Context: an optimization exercise on an open-source flow, tuned for small area. The choices shown serve that exercise and are no tape-out recipe. In this exercise RTL edits were held to simulation tests only and were not proved equivalent to the original. Power figures rest on the tool's default switching activity, not on a simulated workload.

==> flow/downsize.tcl <==
# Gate sizing before floorplan: every combinational cell of the synthesized
# netlist goes to the smallest-area variant of its own function (same cell
# family, other drive strength); later repair steps size up where timing needs.
set db [ord::get_db]
set block [ord::get_db_block]
set masters {}
foreach lib [$db getLibs] {
  foreach m [$lib getMasters] {
    set n [$m getName]
    # The platform marks the low-power and probe cells do not use
    if {[regexp {lpflow|probe} $n]} { continue }
    if {[regexp {^(sky130_fd_sc_hd__.+)_([0-9]+)$} $n -> base drive]} {
      set area [expr {[$m getWidth] * [$m getHeight]}]
      if {![dict exists $masters $base] ||
          $area < [lindex [dict get $masters $base] 1] ||
          ($area == [lindex [dict get $masters $base] 1] &&
           $drive > [lindex [dict get $masters $base] 2])} {
        dict set masters $base [list $m $area $drive]
      }
    }
  }
}
set swapped 0
foreach inst [$block getInsts] {
  set m [$inst getMaster]
  set n [$m getName]
  # Registers and tie cells keep their cells
  if {[regexp {^sky130_fd_sc_hd__(df|dl|sdf|edf|conb)} $n]} { continue }
  if {![regexp {^(sky130_fd_sc_hd__.+)_([0-9]+)$} $n -> base drive]} { continue }
  if {![dict exists $masters $base]} { continue }
  set best [lindex [dict get $masters $base] 0]
  if {[$best getName] ne $n} {
    if {[$inst swapMaster $best]} { incr swapped } else { puts "could not swap [$inst getName] $n" }
  }
}
puts "downsized $swapped instances"
==> constraint.sdc <==
create_clock -name core_clock -period 7.0 [get_ports {clk_i}]
set_input_delay 1.4000 -clock core_clock [delete_from_list [all_inputs] [get_ports {clk_i}]]
set_output_delay 1.4000 -clock core_clock [all_outputs]
set_load 0.01 [all_outputs]
==> config.mk <==
export PLATFORM = sky130hd
export DESIGN_NAME = safe_bus_wrapper
export DESIGN_NICKNAME = safe_bus_wrapper
export VERILOG_FILES = /design/flow/design.v
export SDC_FILE = /design/flow/constraint.sdc
export NUM_CORES = 4
export LEC_CHECK = 0
export CAP_MARGIN = 20
export CORE_AREA = 10 10 460 460
export CTS_BUF_LIST = sky130_fd_sc_hd__clkbuf_2 sky130_fd_sc_hd__clkbuf_4
export DIE_AREA = 0 0 470 470
export SLEW_MARGIN = 20
export SYNTH_HIERARCHICAL = 1
==> design.v <==
`timescale 1ns/1ps
`default_nettype none
module maj3 (
  input  logic [2:0] r_i,
  output logic       y_o
);
  assign y_o = (r_i[0] & r_i[1]) | (r_i[1] & r_i[2]) | (r_i[0] & r_i[2]);
endmodule
module inv1 (
  input  logic a_i,
  output logic y_o
);
  assign y_o = ~a_i;
endmodule
module req_slice (
  input  logic [2:0] r_i,      
  input  logic [2:0] own_i,    
  input  logic [2:0] maj_i,    
  output logic [2:0] m_o,      
  output logic       maj_n_o   
);
  logic maj;
  maj3 u_maj (.r_i(r_i), .y_o(maj));
  inv1 u_inv (.a_i(maj), .y_o(maj_n_o));
  assign m_o = (own_i & r_i) | (maj_i & {3{maj}});
endmodule
module odd_pair (
  input  logic [1:0] r_i,
  input  logic [1:0] maj_n_i,
  output logic       up_n_o,
  output logic       dn_o
);
  assign up_n_o = ~((r_i[0] & maj_n_i[0]) | (r_i[1] & maj_n_i[1]));
  assign dn_o   = ~((r_i[0] | maj_n_i[0]) & (r_i[1] | maj_n_i[1]));
endmodule
module any_low #(
  parameter int N = 2
) (
  input  logic [N-1:0] n_i,
  output logic         y_o
);
  assign y_o = ~&n_i;
endmodule
module any_high #(
  parameter int N = 2
) (
  input  logic [N-1:0] p_i,
  output logic         y_o
);
  assign y_o = |p_i;
endmodule
`default_nettype wire
`timescale 1ns/1ps
`default_nettype none
module rsp_master (
  input  logic [2:0] m_i,
  input  logic [2:0] master_i,
  output logic       mr_n_o
);
  assign mr_n_o = ~|(master_i & m_i);
endmodule
module rsp_out (
  input  logic m_i,
  input  logic own_i,
  input  logic mr_n_i,
  input  logic mst_n_i,
  output logic o_o
);
  assign o_o = (own_i & m_i) | ~(mr_n_i | mst_n_i);
endmodule
module rsp_out_l (
  input  logic m_i,
  input  logic own_i,
  input  logic mr_n_i,
  input  logic mst_n_i,
  input  logic l_i,
  output logic o_o
);
  assign o_o = (own_i & m_i) | ~(mr_n_i | mst_n_i) | l_i;
endmodule
module rsp_slice (
  input  logic [2:0] m_i,
  input  logic [2:0] master_i,
  input  logic [2:0] own_i,
  input  logic [2:0] mst_n_i,
  input  logic [2:0] l_i,
  output logic [2:0] o_o
);
  logic mr_n;
  rsp_master u_mr (.m_i(m_i), .master_i(master_i), .mr_n_o(mr_n));
  for (genvar h = 0; h < 3; h++) begin : gen_h
    rsp_out_l u_o (.m_i(m_i[h]), .own_i(own_i[h]), .mr_n_i(mr_n), .mst_n_i(mst_n_i[h]),
                   .l_i(l_i[h]), .o_o(o_o[h]));
  end
endmodule
module rsp_slice_0 (
  input  logic [2:0] m_i,
  input  logic [2:0] master_i,
  input  logic [2:0] own_i,
  input  logic [2:0] mst_n_i,
  output logic [2:0] o_o
);
  logic mr_n;
  rsp_master u_mr (.m_i(m_i), .master_i(master_i), .mr_n_o(mr_n));
  for (genvar h = 0; h < 3; h++) begin : gen_h
    rsp_out u_o (.m_i(m_i[h]), .own_i(own_i[h]), .mr_n_i(mr_n), .mst_n_i(mst_n_i[h]),
                 .o_o(o_o[h]));
  end
endmodule
`default_nettype wire
`timescale 1ns/1ps
`default_nettype none
module safe_bus_wrapper (
  input  logic                                clk_i,
  input  logic                                rst_ni,
  input  logic [3*70-1:0] hart_instr_req_i,
  output logic [3*34-1:0] hart_instr_rsp_o,
  input  logic [3*70-1:0] hart_data_req_i,
  output logic [3*34-1:0] hart_data_rsp_o,
  output logic [3*70-1:0] mem_instr_req_o,
  input  logic [3*34-1:0] mem_instr_rsp_i,
  output logic [3*70-1:0] mem_data_req_o,
  input  logic [3*34-1:0] mem_data_rsp_i,
  input  logic [3-1:0]             sleep_i,
  input  logic [8-1:0]              cfg_i,
  input  logic                                cfg_valid_i,
  output logic                                tmr_error_o,
  output logic                                dmr_error_o,
  output logic [3-1:0]             tmr_error_id_o
);
  localparam int NH = 3;
  localparam int RQ = 70;
  localparam int RS = 34;
  localparam int DW = 32;
  logic          tmr_q;
  logic [NH-1:0] master_q;
  logic [NH-1:0] iso_q;      
  logic          cfg_load;
  logic [NH-1:0] iso_d;      
  assign cfg_load = cfg_valid_i && (&sleep_i);
  assign iso_d    = cfg_load ? ({NH{cfg_i[7]}} & ~cfg_i[2:0]) : iso_q;
  always_ff @(posedge clk_i or negedge rst_ni) begin
    if (!rst_ni) begin
      tmr_q    <= 1'b0;
      master_q <= 3'b001;
      iso_q    <= 3'b000;
    end else begin
      if (cfg_load) begin
        tmr_q    <= cfg_i[6];
        master_q <= cfg_i[5:3];
      end
      iso_q <= iso_d;
    end
  end
  logic          dmr;
  logic          single;
  logic [NH-1:0] iso;        
  logic [NH-1:0] own_req;    
  logic [NH-1:0] maj_req;    
  logic [NH-1:0] own_rsp;    
  logic [NH-1:0] mst_rsp_n;  
  assign iso       = iso_q;
  assign dmr       = |iso_q;
  assign single    = !tmr_q && !dmr;
  assign own_req   = {NH{single}} | ({NH{dmr}} & master_q);
  assign maj_req   = {NH{tmr_q}} & master_q;
  assign own_rsp   = {NH{single}} | master_q;
  assign mst_rsp_n = own_rsp | iso;
  logic [1:0][NH*RQ-1:0] hreq;
  logic [1:0][NH*RS-1:0] mrsp;
  logic [1:0][NH*RQ-1:0] mreq;
  logic [1:0][NH*RS-1:0] hrsp;
  logic [2*RQ-1:0]       maj_n;
  logic [NH-1:0][RQ-1:0] up_n, dn;
  logic [NH-1:0]         odd;
  assign hreq[0] = hart_instr_req_i;
  assign hreq[1] = hart_data_req_i;
  assign mrsp[0] = mem_instr_rsp_i;
  assign mrsp[1] = mem_data_rsp_i;
  assign mem_instr_req_o  = mreq[0];
  assign mem_data_req_o   = mreq[1];
  assign hart_instr_rsp_o = hrsp[0];
  assign hart_data_rsp_o  = hrsp[1];
  for (genvar b = 0; b < 2; b++) begin : gen_bus
    localparam logic [DW-1:0] IsoRdata = (b == 0) ? 32'h10500073 : 32'h00000000;
    for (genvar k = 0; k < RQ; k++) begin : gen_req
      req_slice u_req (
        .r_i   ({hreq[b][2*RQ+k], hreq[b][RQ+k], hreq[b][k]}),
        .own_i (own_req),
        .maj_i (maj_req),
        .m_o   ({mreq[b][2*RQ+k], mreq[b][RQ+k], mreq[b][k]}),
        .maj_n_o (maj_n[b*RQ+k])
      );
    end
    logic [NH-1:0] hreq_v, rv_q;
    for (genvar h = 0; h < NH; h++) begin : gen_hart
      assign hreq_v[h] = hreq[b][h*RQ + 69];
    end
    for (genvar k = 0; k < DW; k++) begin : gen_rdata
      if (IsoRdata[k]) begin : g_one
        rsp_slice u_rsp (
          .m_i      ({mrsp[b][2*RS+k], mrsp[b][RS+k], mrsp[b][k]}),
          .master_i (master_q),
          .own_i    (own_rsp),
          .mst_n_i  (mst_rsp_n),
          .l_i      (iso),
          .o_o      ({hrsp[b][2*RS+k], hrsp[b][RS+k], hrsp[b][k]})
        );
      end else begin : g_zero
        rsp_slice_0 u_rsp (
          .m_i      ({mrsp[b][2*RS+k], mrsp[b][RS+k], mrsp[b][k]}),
          .master_i (master_q),
          .own_i    (own_rsp),
          .mst_n_i  (mst_rsp_n),
          .o_o      ({hrsp[b][2*RS+k], hrsp[b][RS+k], hrsp[b][k]})
        );
      end
    end
    rsp_slice u_gnt (
      .m_i      ({mrsp[b][2*RS+33], mrsp[b][RS+33], mrsp[b][33]}),
      .master_i (master_q),
      .own_i    (own_rsp),
      .mst_n_i  (mst_rsp_n),
      .l_i      (iso & hreq_v),
      .o_o      ({hrsp[b][2*RS+33], hrsp[b][RS+33], hrsp[b][33]})
    );
    rsp_slice u_rvalid (
      .m_i      ({mrsp[b][2*RS+32], mrsp[b][RS+32],
                  mrsp[b][32]}),
      .master_i (master_q),
      .own_i    (own_rsp),
      .mst_n_i  (mst_rsp_n),
      .l_i      (iso & rv_q),
      .o_o      ({hrsp[b][2*RS+32], hrsp[b][RS+32],
                  hrsp[b][32]})
    );
    for (genvar h = 0; h < NH; h++) begin : gen_iso
      always_ff @(posedge clk_i or negedge rst_ni) begin
        if (!rst_ni) begin
          rv_q[h] <= 1'b0;
        end else if (!iso[h]) begin
          rv_q[h] <= (hreq_v[h] && hrsp[b][h*RS + 33]) ||
                     (rv_q[h] && !hrsp[b][h*RS + 32]);
        end else begin
          rv_q[h] <= hreq_v[h] && iso_d[h];
        end
      end
    end
  end
  for (genvar h = 0; h < NH; h++) begin : gen_odd
    logic [2*RQ-1:0] rh;
    logic            any_up, any_dn;
    assign rh = {hreq[1][h*RQ +: RQ], hreq[0][h*RQ +: RQ]};
    for (genvar k = 0; k < RQ; k++) begin : gen_pair
      odd_pair u_pair (
        .r_i     (rh[2*k +: 2]),
        .maj_n_i (maj_n[2*k +: 2]),
        .up_n_o  (up_n[h][k]),
        .dn_o    (dn[h][k])
      );
    end
    any_low  #(.N(RQ)) u_up (.n_i(up_n[h]), .y_o(any_up));
    any_high #(.N(RQ)) u_dn (.p_i(dn[h]), .y_o(any_dn));
    assign odd[h] = any_up | any_dn;
  end
  assign tmr_error_id_o = {NH{tmr_q}} & odd;
  assign tmr_error_o    = tmr_q && (|odd);
  assign dmr_error_o    = |(~iso_q & odd) && dmr;
endmodule
`default_nettype wire
==> flow/run.sh <==
#!/bin/bash
# Own layout flow: the standard synthesis, gate sizing down to the
# smallest variant of each combinational cell, then the standard layout
# with one sky130_fd_sc_hd__buf_1 buffer on every input and output port, and
# gates with slack to spare sized down after global routing.
set -euo pipefail
WORK=$(pwd)
RES=$WORK/orfs/results/$FLOW_PLATFORM/safe_bus_wrapper/base

bash standard.sh synth > log_1_synth.txt 2>&1

cat > downsize_run.tcl <<EOT
read_db $RES/1_synth.odb
source $WORK/flow/downsize.tcl
write_db $RES/1_synth.odb
EOT
openroad -no_init -exit downsize_run.tcl > log_2_downsize.txt 2>&1

export BUFFER_PORTS_ARGS="-buffer_cell sky130_fd_sc_hd__buf_1"
# After global routing, size down gates on paths with slack to spare
export RECOVER_POWER=100
bash standard.sh > log_3_layout.txt 2>&1
==> standard.sh <==
#!/bin/bash
# synth_recipe.tcl (not shown) runs the flow's synth.tcl, then flattens the netlist and writes it again
# the make line also repeats each setting of config.mk as NAME=value (left out here)
make -C /OpenROAD-flow-scripts/flow DESIGN_CONFIG=/design/flow/config.mk WORK_HOME=/design/flow/orfs CLKGATE_MAP_FILE= SYNTH_SCRIPT=/design/flow/synth_recipe.tcl "${@:-finish}"
==> run notes, run 1 <==
status finished with violations; violated checks max-capacitance violations, max-slew violations; Arr. time, crit path 5.25 ns; Worst path slowest cell a21o_1; combinational share of power a little over nine tenths; setup TNS 0 ns; period utilization 94.9%; cts repair resizes 0; Core ar. 202000 sq um; total net switching power 3.95 mW; Cell Area, Synth roughly 13000 sq um; Worst path depth 8; worst reg-to-reg path cell count 7; PD cells 246 nW/um^2; max cap viols 5; first-pass GRT wire length about 310 mm; R2R setup slack 2.66 ns; Req. time, crit path between 5 and 6 ns; YS warnings 7; Peak VDD IR approximately 0.13 mV; vias post-DR 26800; Final Slew Violations 206; vias per cell 4.67; remaining antenna violation count 0; kind of critical path flip-flop to primary output; slew at the pin closest to its max-slew limit 2.76 ns; average wire per standard cell 44.9 um; layout cell share with drive strength beyond 1 under 10%; IO buf count 1266; Post-CTS Repair Setup Buffers 0; clock buffer count from CTS 3; synth-to-layout area growth 70.6%; clk sinks 13; critical path startpoint category flip-flop; Die Width 470 um; critical path's top delay family compound AO/OA/AOI/OAI gates; Post-Syn Instances ~1700; Largest stage delay, worst path between 1.5 and 2 ns; Clk pin slew, worst setup/hold paths 0.08 ns; DP Wirelength 233 mm; largest net degree at the start of global routing 76; die height 470 um; RSZ-0062 raised after global routing no; Tightest Hold Check Type flip-flop to flip-flop; FF-to-FF End gen_bus[1].rv_q[0]; min Tclk post-route approximately 6.6 ns; Skew-Pair Late Insertion Delay roughly 0.28 ns; num rows 165; # DRC 0; deepest clock path buffer count 2; H-tree depth 1; Flop pwr share 2.3%; Critical Path Sink mem_data_req_o[100]; RD Place Congestion 1.06; root buffer cell clkbuf_4; WL final 257 mm; Final Hold Viols 0; Buf+Inv Stages, Crit Path 4; Mapped Avg Cell Area 7.58 sq um; final clock skew around 0.00025 ns; Fmax 150 MHz; initial drt markers between 4000 and 5000; Pleak 6.09 nW; die area about 220000 sq um; I/O pins 1267; Switching Fraction 74.3%; cts hold-fix bufs 0; crit-path cells buf_4 -> or3_1 -> nor2_1 -> a21o_1 -> buf_12 -> clkbuf_2 -> a22o_1 -> buf_1; gr usage total a little over a fifth; Internal Power 1.37 mW; Layout Nets 3659; nature of the critical path endpoint primary output; initial antenna violation count 111; Initial Util 6.28%; Clk pwr share 1.0%; final setup fails 0; Worst R2R Start iso_q[1]; Slew headroom -83.8%; Pre-antenna DRT Iters 10; fin util 10.7%; Power Total 5.31 mW; CTS tree done; post-synthesis net count 2311; worst setup path start iso_q[1]; GRT Residual Overflow 0; CP Max Fanout 60; vias in the first global route about 25000
[cells in the final DEF, fill, tap and decap left out, types with 60 or more instances in the layout]
master / instances
a222oi_1: 68
a22o_1: 420
a22oi_1: 215
buf_1: 906
buf_4: 67
clkbuf_1: 361
inv_2: 150
maj3_1: 140
nand4_1: 67
nor4_1: 60
o22ai_1: 216
o2bb2ai_1: 169
[layer usage]
metal  part of all wire (%)  wire, um  global-route usage, %  vias up
met2                     43    110000                   33.5     2527
met4                    7.4     18900                   11.6       56
met3                     17     43000                   14.6      446
met1                     33     85500                   21.8    13200
li1                       -         -                      -    10500
met5                   0.15       387                      0        -
[final cells by class]
class / instances / area [sq um]
inverter: 151 / 567
timing repair buffer: 1347 / 5400
clock buffer: 4 / 30.0
multi-input combinational: 1505 / 11800
fill: 24100 / 180000
sequential: 13 / 338
tap: 2672 / 3340
antenna: 47 / 118
[worst min-delay path, stage by stage (launching register included)]
cell and delay [ns]:
dfrtp_1 0.38, nand2b_1 0.08, o22ai_1 0.07
[flip-flops by register name, summed over array words and instances, names as in the netlist]
name,flops
gen_bus.rv_q,6
master_q,3
iso_q,3
tmr_q,1
[through the flow]
stage	hold slack, ns	cell area [sq um]	setup slack (ns)	cells
after floorplan	0.519	12700	1.29	1673
after global placement	0.539	21600	0.599	5687
after detailed placement	0.551	21600	0.553	5687
after CTS	0.565	21600	0.535	5691
after global routing	0.599	21600	0.249	5714
final	0.571	21600	0.354	5739
[power groups by stage]
stage	registers [mW]	clock network, mW	logic, mW
global placement	0.124	0	5.18
CTS	0.122	0.0518	5.17
global route	0.124	0.0562	5.37
detailed placement	0.124	0	5.15
floorplan	0.151	0	2.07
finish	0.122	0.0515	5.14
[worst min-delay path by stage]
stage / slack (ns) / startpoint / cells after the start / to
after floorplan: 0.52 / gen_bus[1].rv_q[0] / 2 / gen_bus[1].rv_q[0]
after CTS: 0.56 / gen_bus[1].rv_q[0] / 2 / gen_bus[1].rv_q[0]
after global placement: 0.54 / gen_bus[1].rv_q[0] / 2 / gen_bus[1].rv_q[0]
final: 0.57 / gen_bus[1].rv_q[0] / 2 / gen_bus[1].rv_q[0]
after global routing: 0.60 / gen_bus[1].rv_q[0] / 2 / gen_bus[1].rv_q[0]
after detailed placement: 0.55 / gen_bus[1].rv_q[0] / 2 / gen_bus[1].rv_q[0]
==> run 2, diff against run 1 <==
--- a/design.v
+++ b/design.v
@@ -26,10 +26,22 @@
 endmodule
-module odd_pair (
+module up3 (
+  input  logic [2:0] r_i,
+  input  logic [2:0] maj_n_i,
+  output logic       up_n_o
+);
+  assign up_n_o = ~|(r_i & maj_n_i);
+endmodule
+module up2 (
   input  logic [1:0] r_i,
   input  logic [1:0] maj_n_i,
-  output logic       up_n_o,
+  output logic       up_n_o
+);
+  assign up_n_o = ~|(r_i & maj_n_i);
+endmodule
+module dn2 (
+  input  logic [1:0] r_i,
+  input  logic [1:0] maj_n_i,
   output logic       dn_o
 );
-  assign up_n_o = ~((r_i[0] & maj_n_i[0]) | (r_i[1] & maj_n_i[1]));
-  assign dn_o   = ~((r_i[0] | maj_n_i[0]) & (r_i[1] | maj_n_i[1]));
+  assign dn_o = ~&(r_i | maj_n_i);
 endmodule
@@ -173,3 +185,5 @@
   logic [2*RQ-1:0]       maj_n;
-  logic [NH-1:0][RQ-1:0] up_n, dn;
+  localparam int NU = (2*RQ + 2) / 3;   
+  logic [NH-1:0][NU-1:0] up_n;
+  logic [NH-1:0][RQ-1:0] dn;
   logic [NH-1:0]         odd;
@@ -253,7 +267,6 @@
     assign rh = {hreq[1][h*RQ +: RQ], hreq[0][h*RQ +: RQ]};
-    for (genvar k = 0; k < RQ; k++) begin : gen_pair
-      odd_pair u_pair (
+    for (genvar k = 0; k < RQ; k++) begin : gen_dn
+      dn2 u_dn (
         .r_i     (rh[2*k +: 2]),
         .maj_n_i (maj_n[2*k +: 2]),
-        .up_n_o  (up_n[h][k]),
         .dn_o    (dn[h][k])
@@ -261,3 +274,15 @@
     end
-    any_low  #(.N(RQ)) u_up (.n_i(up_n[h]), .y_o(any_up));
+    for (genvar k = 0; k < NU - 1; k++) begin : gen_up
+      up3 u_up (
+        .r_i     (rh[3*k +: 3]),
+        .maj_n_i (maj_n[3*k +: 3]),
+        .up_n_o  (up_n[h][k])
+      );
+    end
+    up2 u_up_last (
+      .r_i     (rh[2*RQ-1 -: 2]),
+      .maj_n_i (maj_n[2*RQ-1 -: 2]),
+      .up_n_o  (up_n[h][NU-1])
+    );
+    any_low  #(.N(NU)) u_up (.n_i(up_n[h]), .y_o(any_up));
     any_high #(.N(RQ)) u_dn (.p_i(dn[h]), .y_o(any_dn));
--- a/flow/run.sh
+++ b/flow/run.sh
@@ -3,4 +3,3 @@
 # smallest variant of each combinational cell, then the standard layout
-# with one sky130_fd_sc_hd__buf_1 buffer on every input and output port, and
-# gates with slack to spare sized down after global routing.
+# with one sky130_fd_sc_hd__buf_1 buffer on every input and output port.
 set -euo pipefail
@@ -19,4 +18,2 @@
 export BUFFER_PORTS_ARGS="-buffer_cell sky130_fd_sc_hd__buf_1"
-# After global routing, size down gates on paths with slack to spare
-export RECOVER_POWER=100
 bash standard.sh > log_3_layout.txt 2>&1
==> run 2 against run 1 <==
Compared with the run above: the run now finishes clean; combinational power increased by 2%; largest cell class unchanged; register-to-register slack improved by 0.93 ns; synthesized area decreased by 2.5%; clock skew increased by 0.0023 ns; die area unchanged; routed wire length increased by 4.2%; highest routed layer unchanged; global-route usage increased by 0.94 points.
==> run notes, run 2 <==
CTS tree done; fin area around 22000 sq um; Flop pwr share 2.6%; RD Place Congestion 1.06; cts hold-fix bufs 0; deepest clock path buffer count 2; slew at the pin closest to its max-slew limit 1.13 ns; Layout Nets 3633; Final Slew Violations 0; WL final 268 mm; Reg with most FFs gen_bus.rv_q; DP Wirelength 242 mm; gr usage total 22.5%; placed cell areas 21800 sq um; Initial Util 6.12%; hold slack roughly 0.56 ns; Post-Syn Instances around 1600; first-pass GRT wire length 326 mm; register area ~340 sq um; post-synthesis net count 2218; YS warnings 7; Clk pwr share less than 1%; average wire per standard cell 46.9 um; synth-to-layout area growth 78.0%; Cell Area, Synth between 10000 and 15000 sq um; Fmax 149 MHz; total net switching power ~4 mW; Final Hold Viols 0; multi-input logic area 11500 sq um; critical path startpoint category primary input; fin util 10.9%; IO buf count 1266; RSZ-0062 raised after global routing no; Slew headroom 24.7%; initial drt markers 4656; Post-CTS Repair Setup Buffers 0; nature of the critical path endpoint primary output; max cap viols 0; Tightest Hold Check Type flip-flop to flip-flop; Die Width 470 um; Skew-Pair Late Insertion Delay around 0.29 ns; Pre-antenna DRT Iters 14; clk sinks 13; Peak VDD IR ~0.16 mV; remaining antenna violation count 0; Switching Fraction 73.3%; initial antenna violation count 129; status no timing/DRC/antenna violations; GRT Residual Overflow 0; Clk pin slew, worst setup/hold paths around 0.1 ns; setup TNS 0 ns; fill cell count 24100; vias in the first global route 25800; min Tclk post-route 6.73 ns; Core ar. 202000 sq um; num rows 165; vias per cell 4.72; largest net degree at the start of global routing 79; I/O pins ~1300; H-tree depth 1; Arr. time, crit path 5.33 ns; kind of critical path primary input to primary output; period utilization slightly below 100%; final clock skew approximately 0.0026 ns; die area 221000 sq um; CP Max Fanout 6; biggest regs gen_bus.rv_q: 6 flops, iso_q: 3 flops, master_q: 3 flops; most frequent cells in the layout 1260 x buf_1, 420 x a22o_1, 216 x o22ai_1; # DRC 0; Pleak 6.26 nW; Internal Power about 1.5 mW; Mapped Avg Cell Area 7.82 sq um; number of flip-flops in the largest register 6; leading cell type in the layout, fill and taps excluded buf_1; combinational share of power 96.4%; clock buffer count from CTS 3; die height 470 um; Req. time, crit path 5.60 ns; cts repair resizes 0; root buffer cell clkbuf_4; vias post-DR 27000; PD cells around 250 nW/um^2; layout cell share with drive strength beyond 1 10.9%; final setup fails 0
run 2: stage by stage:
stage,cells,setup WS [ns],power (mW)
2_1_floorplan,1580,1.29,2.20
3_3_place_gp,5659,0.0367,5.39
3_5_place_dp,5662,0.155,5.35
4_1_cts,5666,0.134,5.43
5_1_grt,5714,0.114,5.66
6_report,5726,0.272,5.46
run 2: power by group through the flow:
stage	logic, mW	clock network, mW	registers (mW)
after floorplan	2.05	0	0.151
after global placement	5.25	0	0.142
after detailed placement	5.21	0	0.143
after CTS	5.23	0.0516	0.141
after global routing	5.46	0.0560	0.145
final	5.26	0.0515	0.143
run 2: metal layers:
| metal | track usage [%] | part of all wire, % |
|---|---|---|
| met1 | 20.5 | 30 |
| met2 | 36.7 | 45 |
| met3 | 14.7 | 16 |
| met4 | 15.5 | 8.7 |
| met5 | 0 | 0.19 |
run 2: final cells by class:
class | count | share of cell area (%)
Tap cell | 2672 | 15.2
Timing Repair Buffer | 1414 | 27.6
Clock buffer | 3 | 0.102
Antenna cell | 60 | 0.683
Sequential cell | 13 | 1.52
Inverter | 151 | 2.58
Clock inverter | 1 | 0.0228
Multi-Input combinational cell | 1412 | 52.3
run 2: worst paths after layout:
kind	start	endpoint	slack (ns)	cells past startpoint
setup reg to reg	iso_q[0]	gen_bus[0].rv_q[1]	3.59	7
setup / recovery	hart_data_req_i[2]	tmr_error_o	0.27	14
hold / removal	gen_bus[1].rv_q[0]	gen_bus[1].rv_q[0]	0.56	2
hold reg to reg	gen_bus[1].rv_q[0]	gen_bus[1].rv_q[0]	0.56	2
min in group asynchronous	rst_ni	master_q[2]	1.19	1
max in group asynchronous	rst_ni	master_q[1]	5.18	1
run 2: critical path, stage by stage:
cell and delay (ns):
buf_1 0.32, maj3_1 0.34, inv_2 0.10, a222oi_1 0.65, nand4_1 0.43, buf_4 0.27
nor4_1 0.36, buf_4 0.18, nand3_1 0.06, nor2_1 0.24, buf_4 0.19, nor2b_1 0.06
or3_1 0.50, buf_12 0.19
==> run 3, diff against run 2 <==
--- a/config.mk
+++ b/config.mk
@@ -11,2 +11,3 @@
 export DIE_AREA = 0 0 470 470
+export PLACE_DENSITY = 0.85
 export SLEW_MARGIN = 20
==> run 3 against run 2 <==
Compared with the run above: final cell count increased by 0.91%; the layout now fails its checks (negative setup slack); critical path type unchanged; synthesized area did not move; first-iteration DRC count increased by 14%; sequential power is essentially flat; global-route usage is 1.4 points higher; via count grew 1.9%; flip-flop and latch count unchanged; setup slack worse by 0.38 ns; combinational power rose by 2%; register-to-register slack worse by 0.15 ns; maximum frequency fell by 5.4%.
==> run notes, run 3 <==
status finished with violations; violated checks negative setup slack; placed cell areas 21900 sq um; Worst path slowest cell nor4_2; initial antenna violation count 165; Core ar. 202000 sq um; Mapped Avg Cell Area 7.82 sq um; num rows about 170; Final Slew Violations 0; root buffer cell clkbuf_4; Arr. time, crit path 5.71 ns; Clk pin slew, worst setup/hold paths 0.08 ns; number of flip-flops in the largest register 6; fill cell count 24000; first-pass GRT wire length 343 mm; cts hold-fix bufs 0; die height 470 um; gr usage total 24.0%; final worst-path setup slack -0.112 ns; period utilization 102%; Tightest Hold Check Type flip-flop to flip-flop; post-synthesis net count 2218; Reg with most FFs gen_bus.rv_q; CP Max Fanout 6; Cell Area, Synth 12400 sq um; Slew headroom 13.0%; Clk pwr share less than 1%; final clock skew 0.00453 ns; Flop pwr share 2.6%; remaining antenna violation count 0; min Tclk post-route between 7 and 8 ns; Die Width roughly 470 um; GRT Residual Overflow 0; RD Place Congestion 1.09; I/O pins approximately 1300; max cap viols 0; die area 221000 sq um; synth-to-layout area growth 80.3%; average wire per standard cell 49.4 um; largest net degree at the start of global routing 65; Initial Util between 6 and 7%; Largest stage delay, worst path 0.70 ns; clock buffer count from CTS 3; DP Wirelength 259 mm; final setup fails 2; fin area 22300 sq um; combinational share of power between 90 and 100%; Fmax 141 MHz; Pre-antenna DRT Iters 14; Post-Syn Instances between 1500 and 2000; vias post-DR approximately 28000; nature of the critical path endpoint primary output; H-tree depth 1; Req. time, crit path 5.60 ns; CTS tree done; RSZ-0062 raised after global routing no; clk sinks 13; vias in the first global route 25600; initial drt markers 5304; critical path startpoint category primary input; most frequent cells in the layout 1263 x buf_1, 420 x a22o_1, 216 x o22ai_1; layout cell share with drive strength beyond 1 between 10% and 20%; PD cells roughly 250 nW/um^2; total net switching power 4.13 mW; kind of critical path primary input to primary output; Final Hold Viols 0; Internal Power 1.44 mW; slew at the pin closest to its max-slew limit 1.31 ns; # DRC 0; deepest clock path buffer count 2; YS warnings 7; Peak VDD IR about 0.12 mV; leading cell type in the layout, fill and taps excluded buf_1; Switching Fraction 74.1%; Skew-Pair Late Insertion Delay approximately 0.29 ns; biggest regs gen_bus.rv_q: 6 flops, iso_q: 3 flops, master_q: 3 flops; Layout Nets roughly 3600; WL final 285 mm; IO buf count 1266; Power Total between 5 and 6 mW; Pleak about 6.3 nW; crit-path cells buf_1 -> maj3_1 -> inv_2 -> o22ai_1 -> nor4_2 -> nand4_1 -> nor4_1 -> nand3_1 -> nor2_1 -> o22ai_1 -> buf_12 -> o21a_1 -> buf_1; vias per cell 4.77
-- run 3: cell type report --
cell class | count | area (sq um) | area share, %
flip-flops and latches | 13 | 338 | 1.52
inverters | 151 | 567 | 2.54
diodes | 104 | 260 | 1.17
clock buffers | 3 | 22.5 | 0.101
repair buffers | 1422 | 6080 | 27.3
multi-input cells | 1412 | 11700 | 52.3
well taps | 2672 | 3340 | 15.0
clock inverters | 1 | 5.00 | 0.0225
-- run 3: repair_timing --
item | in CTS | in global routing
hold endpoints to repair | 0 | 0
pin swaps | 2 | 0
setup buffers | 0 | 0
cloned | 0 | 0
endpoints found under the setup margin | 2 | 1
resized for setup | 7 | 2
-- run 3: worst max-delay path: cells and delay by family --
kind                       cells  cell delay (ns)
adders and majority gates      1             0.46
and+or+nand+nor                5             2.43
buffers and inverters          4             0.67
AOI/OAI and AO/OA              3             0.74
-- run 3: path summary, 6_finish.rpt --
check,startpoint,end,slack (ns),depth (start not counted)
min,gen_bus[1].rv_q[0],gen_bus[1].rv_q[0],0.57,2
min in group asynchronous,rst_ni,master_q[2],1.17,1
min reg2reg,gen_bus[1].rv_q[0],gen_bus[1].rv_q[0],0.57,2
max in group asynchronous,rst_ni,master_q[1],5.28,1
max,hart_data_req_i[168],dmr_error_o,-0.11,13
max reg2reg,iso_q[0],gen_bus[1].rv_q[1],3.44,9
-- run 3: metal layers --
| layer | part of all wire (%) | vias up | track usage [%] | routed length (um) |
|---|---|---|---|---|
| met3 | 17 | 712 | 16.1 | 47700 |
| li1 | - | 10500 | - | - |
| met1 | 30 | 13300 | 21.9 | 85500 |
| met5 | 0.13 | - | 0 | 368 |
| met4 | 8.1 | 56 | 15.6 | 23100 |
| met2 | 45 | 2900 | 39.0 | 129000 |
-- run 3: stage by stage --
step                      TNS [ns]  setup slack, ns  hold WS [ns]  utilization, %  instances
after floorplan                  0             1.29         0.519               -       1580
after global placement       -5.67            -1.66         0.550            10.8       5665
after detailed placement    -0.599           -0.358         0.554            10.9       5670
after CTS                        0           0.0353         0.567            10.9       5674
after global routing             0           0.0229         0.602            11.0       5743
final                       -0.193           -0.112         0.574            11.0       5778
-- run 3: power by group through the flow --
stage               registers (mW)  logic, mW  clock network (mW)
finish                       0.146       5.38              0.0495
global route                 0.144       5.54              0.0533
global placement             0.141       5.30                   0
CTS                          0.140       5.31              0.0492
floorplan                    0.151       2.05                   0
detailed placement           0.142       5.28                   0
==> run 4, diff against run 3 <==
--- a/design.v
+++ b/design.v
@@ -2,25 +2,32 @@
 `default_nettype none
-module maj3 (
-  input  logic [2:0] r_i,
+module aoi222 (
+  input  logic [1:0] a_i,
+  input  logic [1:0] b_i,
+  input  logic [1:0] c_i,
   output logic       y_o
 );
-  assign y_o = (r_i[0] & r_i[1]) | (r_i[1] & r_i[2]) | (r_i[0] & r_i[2]);
-endmodule
-module inv1 (
-  input  logic a_i,
-  output logic y_o
-);
-  assign y_o = ~a_i;
+  assign y_o = ~((a_i[0] & a_i[1]) | (b_i[0] & b_i[1]) | (c_i[0] & c_i[1]));
+endmodule
+module req_out (
+  input  logic r_i,
+  input  logic own_i,
+  input  logic maj_n_i,
+  input  logic sel_maj_n_i,
+  output logic m_o
+);
+  assign m_o = (own_i & r_i) | ~(maj_n_i | sel_maj_n_i);
 endmodule
 module req_slice (
-  input  logic [2:0] r_i,      
-  input  logic [2:0] own_i,    
-  input  logic [2:0] maj_i,    
-  output logic [2:0] m_o,      
-  output logic       maj_n_o   
-);
-  logic maj;
-  maj3 u_maj (.r_i(r_i), .y_o(maj));
-  inv1 u_inv (.a_i(maj), .y_o(maj_n_o));
-  assign m_o = (own_i & r_i) | (maj_i & {3{maj}});
+  input  logic [2:0] r_i,         
+  input  logic [2:0] own_i,       
+  input  logic [2:0] maj_sel_n_i, 
+  output logic [2:0] m_o,         
+  output logic       maj_n_o      
+);
+  aoi222 u_maj (.a_i({r_i[1], r_i[0]}), .b_i({r_i[2], r_i[1]}), .c_i({r_i[2], r_i[0]}),
+                .y_o(maj_n_o));
+  for (genvar h = 0; h < 3; h++) begin : gen_h
+    req_out u_out (.r_i(r_i[h]), .own_i(own_i[h]), .maj_n_i(maj_n_o),
+                   .sel_maj_n_i(maj_sel_n_i[h]), .m_o(m_o[h]));
+  end
 endmodule
@@ -149,6 +156,2 @@
   logic [NH-1:0] iso_q;      
-  logic          cfg_load;
-  logic [NH-1:0] iso_d;      
-  assign cfg_load = cfg_valid_i && (&sleep_i);
-  assign iso_d    = cfg_load ? ({NH{cfg_i[7]}} & ~cfg_i[2:0]) : iso_q;
   always_ff @(posedge clk_i or negedge rst_ni) begin
@@ -158,8 +161,6 @@
       iso_q    <= 3'b000;
-    end else begin
-      if (cfg_load) begin
-        tmr_q    <= cfg_i[6];
-        master_q <= cfg_i[5:3];
-      end
-      iso_q <= iso_d;
+    end else if (cfg_valid_i && (&sleep_i)) begin
+      tmr_q    <= cfg_i[6];
+      master_q <= cfg_i[5:3];
+      iso_q    <= {NH{cfg_i[7]}} & ~cfg_i[2:0];
     end
@@ -170,3 +171,3 @@
   logic [NH-1:0] own_req;    
-  logic [NH-1:0] maj_req;    
+  logic [NH-1:0] maj_req_n;  
   logic [NH-1:0] own_rsp;    
@@ -177,5 +178,10 @@
   assign own_req   = {NH{single}} | ({NH{dmr}} & master_q);
-  assign maj_req   = {NH{tmr_q}} & master_q;
+  assign maj_req_n = ~({NH{tmr_q}} & master_q);
   assign own_rsp   = {NH{single}} | master_q;
   assign mst_rsp_n = own_rsp | iso;
+  logic [NH-1:0] iso_prev_q;
+  always_ff @(posedge clk_i or negedge rst_ni) begin
+    if (!rst_ni) iso_prev_q <= '0;
+    else         iso_prev_q <= iso;
+  end
   logic [1:0][NH*RQ-1:0] hreq;
@@ -203,3 +209,3 @@
         .own_i (own_req),
-        .maj_i (maj_req),
+        .maj_sel_n_i (maj_req_n),
         .m_o   ({mreq[b][2*RQ+k], mreq[b][RQ+k], mreq[b][k]}),
@@ -256,5 +262,5 @@
           rv_q[h] <= (hreq_v[h] && hrsp[b][h*RS + 33]) ||
-                     (rv_q[h] && !hrsp[b][h*RS + 32]);
+                     (rv_q[h] && !iso_prev_q[h] && !hrsp[b][h*RS + 32]);
         end else begin
-          rv_q[h] <= hreq_v[h] && iso_d[h];
+          rv_q[h] <= hreq_v[h];
         end
--- a/config.mk
+++ b/config.mk
@@ -11,3 +11,2 @@
 export DIE_AREA = 0 0 470 470
-export PLACE_DENSITY = 0.85
 export SLEW_MARGIN = 20
==> run 4 against run 3 <==
Compared with the run above: now clean on timing, DRC and antenna; routed wire length grew 0.47%; final cell count shrank 0.80%; via count grew 3.3%; clock skew grew 0.014 ns; register-to-register slack gained 0.40 ns; die area is the same; power grew 18%; synthesized cell count shrank 9.9%; hold slack lost 0.040 ns; non-clock buffer count grew 81; combinational power grew 18%; maximum frequency grew 3.6%.
==> run notes, run 4 <==
status no timing/DRC/antenna violations; gr usage total around 24%; average wire per standard cell 50.0 um; CP Max Fanout 9; leading cell type in the layout, fill and taps excluded buf_1; final setup fails 0; Pleak 5.50 nW; min Tclk post-route 6.87 ns; Min-Delay Endpoint gen_bus[0].rv_q[2]; Highest Signal Layer met5; vias in the first global route 24800; Layout Nets 3565; Pre-antenna DRT Iters 17; vias post-DR 28400; nature of the critical path endpoint primary output; setup TNS 0 ns; PD cells 297 nW/um^2; # DRC 0; Req. time, crit path ~5.6 ns; Switching Fraction 74.8%; Skew-Pair Late Insertion Delay around 0.3 ns; Tightest Hold Check Type flip-flop to flip-flop; Finished Layout Cells 5732; Core ar. 202000 sq um; CTS tree done; met3 WL post-DR between 40 and 50 mm; FF-to-FF End gen_bus[1].rv_q[2]; kind of critical path primary input to primary output; IO buf count 1266; Clk pin slew, worst setup/hold paths 0.10 ns; Clk pwr share 0.9%; max cap viols 0; Cell Area, Synth 11900 sq um; WL met2 about 130 mm; remaining antenna violation count 0; number of flip-flops in the largest register 6; H-tree depth 1; Peak VDD IR 0.337 mV; largest net degree at the start of global routing 103; Worst R2R Start iso_q[1]; fill cell count 24000; vias per cell 4.96; initial antenna violation count 320; period utilization 98.1%; total net switching power 4.94 mW; Cells after DPL 5545; I/O pins 1267; Initial Util 5.89%; critical path startpoint category primary input; DP Wirelength about 260 mm; clock buffer count from CTS 3; root buffer cell clkbuf_4; combinational share of power between 90% and 100%; Final Slew Violations 0; most frequent cells in the layout 1260 x buf_1, 588 x o2bb2ai_1, 346 x a222oi_1; first-pass GRT wire length 344 mm; layout cell share with drive strength beyond 1 9.60%; clk sinks 16; slew at the pin closest to its max-slew limit 1.27 ns; Mapped Avg Cell Area between 8 and 9 sq um; synth-to-layout area growth 87.3%; die height 470 um; YS warnings 7; Final Hold Viols 0; Flop pwr share 2.7%; cts hold-fix bufs 0; WL final 287 mm; R2R setup slack ~3.8 ns; Slew headroom 15.4%; GRT Residual Overflow 0; final clock skew 0.0182 ns; Metal-1 WL about 98 mm; Post-Syn Instances roughly 1400; Arr. time, crit path 5.47 ns; final worst-path setup slack 0.133 ns; Fmax 146 MHz; initial drt markers between 6000 and 7000; min-delay src gen_bus[0].rv_q[2]; Internal Power 1.66 mW; RD Place Congestion 1.01; pre-CTS setup slack -0.482 ns; worst reg-to-reg path cell count 8; deepest clock path buffer count 2; Die Width about 470 um; Worst Hold Depth 2; Reg with most FFs gen_bus.rv_q; num rows about 170; die area 221000 sq um; post-synthesis net count 2061
## run 4: cell types whose count changed in the layout (fill, tap and decap cells not counted), sizes merged, moves of 6 or more
cell     previous run  this run
o22ai             216       210
buf              1422      1468
a22o              420         0
o2bb2ai           169       588
nand2              17         3
a222oi            206       346
maj3              140         0
o41ai               0         6
inv               151         6
mux2                0         7
diode             104       134
nor2               12         3
clkbuf              3        38
## run 4: layer usage
| layer | GRT usage, % | up-vias |
|---|---|---|
| met5 | 0 | - |
| met3 | 14.0 | 791 |
| li1 | - | 10900 |
| met1 | 25.7 | 13600 |
| met2 | 38.5 | 2899 |
| met4 | 10.9 | 250 |
## run 4: power by group through the flow
stage | Clock [mW] | Combinational, mW | Sequential [mW]
after floorplan | 0 | 2.44 | 0.185
after global placement | 0 | 6.36 | 0.184
after detailed placement | 0 | 6.36 | 0.184
after CTS | 0.0580 | 6.38 | 0.183
after global routing | 0.0626 | 6.55 | 0.186
final | 0.0563 | 6.37 | 0.181
## run 4: cell type report
type	instances	area [sq um]	share of cell area, %
clock inverter	1	3.75	0.0169
sequential	16	413	1.85
tap	2672	3340	15.0
antenna	134	335	1.51
inverter	6	22.5	0.101
timing repair buffer	1503	6540	29.4
multi-input combinational	1397	11600	52.0
clock buffer	3	22.5	0.101
## run 4: worst max-delay path, stage by stage
cell,delay [ns]
buf_1,0.14
a222oi_1,1.01
o22ai_1,0.52
nor4_1,0.44
nand4_1,0.48
nor4_1,0.41
buf_4,0.17
nand3_1,0.09
o21a_1,0.21
or3_1,0.41
buf_12,0.16
## run 4: how the worst max path moves through the flow
stage / startpoint / end / slack (ns) / cells after the start
after floorplan: master_q[1] / mem_data_req_o[100] / 1.25 / 2
after global placement: hart_instr_req_i[131] / tmr_error_o / -1.15 / 13
after detailed placement: hart_instr_req_i[60] / tmr_error_o / -0.48 / 12
after CTS: hart_data_req_i[37] / tmr_error_o / 0.05 / 12
after global routing: hart_data_req_i[93] / tmr_error_o / -0.01 / 11
final: hart_instr_req_i[6] / tmr_error_o / 0.13 / 11
## run 4: stage by stage
stage | hold WS, ns | power, mW | util [%] | cell area (sq um)
after floorplan | 0.434 | 2.63 | - | 11900
after global placement | 0.513 | 6.54 | 10.6 | 21500
after detailed placement | 0.524 | 6.54 | 10.7 | 21600
after CTS | 0.536 | 6.62 | 10.7 | 21700
after global routing | 0.569 | 6.79 | 10.9 | 22100
final | 0.535 | 6.60 | 11.0 | 22300
## run 4: what timing repair did
action	4_1_cts	5_1_grt
gates cloned	0	0
endpoints found under the setup margin	3	2
buffers inserted	3	10
pin swaps	1	5
resized for setup	2	3

==> afterwards: timing with drivers on the ports <==
Ports are ideal in the flow. The routed layouts listed here were re-timed in OpenROAD.
Step 1 sets driving cells, clkbuf_16 on the clock port and buf_2 on the other inputs (assumed; they add their load-dependent delay and slew).
Step 2 times the ports against the registers' clock, not the clock port: input delays grow and output delays shrink by t, the midpoint of the rising clock arrivals with the driver on.
Slacks: ideal / step 1 / step 2; pairs: ideal / step 1.
| run | shift t [ns] | setup WS [ns] | hold WS [ns] |
|---|---|---|---|
| run 1 | 0.299 | 0.354 / 0.332 / 0.332 | 0.571 / 0.571 / 0.571 |
| run 2 | 0.315 | 0.272 / 0.229 / 0.229 | 0.561 / 0.561 / 0.561 |
| run 3 | 0.317 | -0.112 / -0.170 / -0.170 | 0.574 / 0.574 / 0.574 |
| run 4 | 0.327 | 0.133 / -0.018 / -0.018 | 0.535 / 0.535 / 0.535 |
With both steps, setup timing fails in run 4, where it was met with ideal ports. For run 4, which loses most, drivers alone change the setup slack by -0.151 ns; drivers and shift together by -0.151 ns.
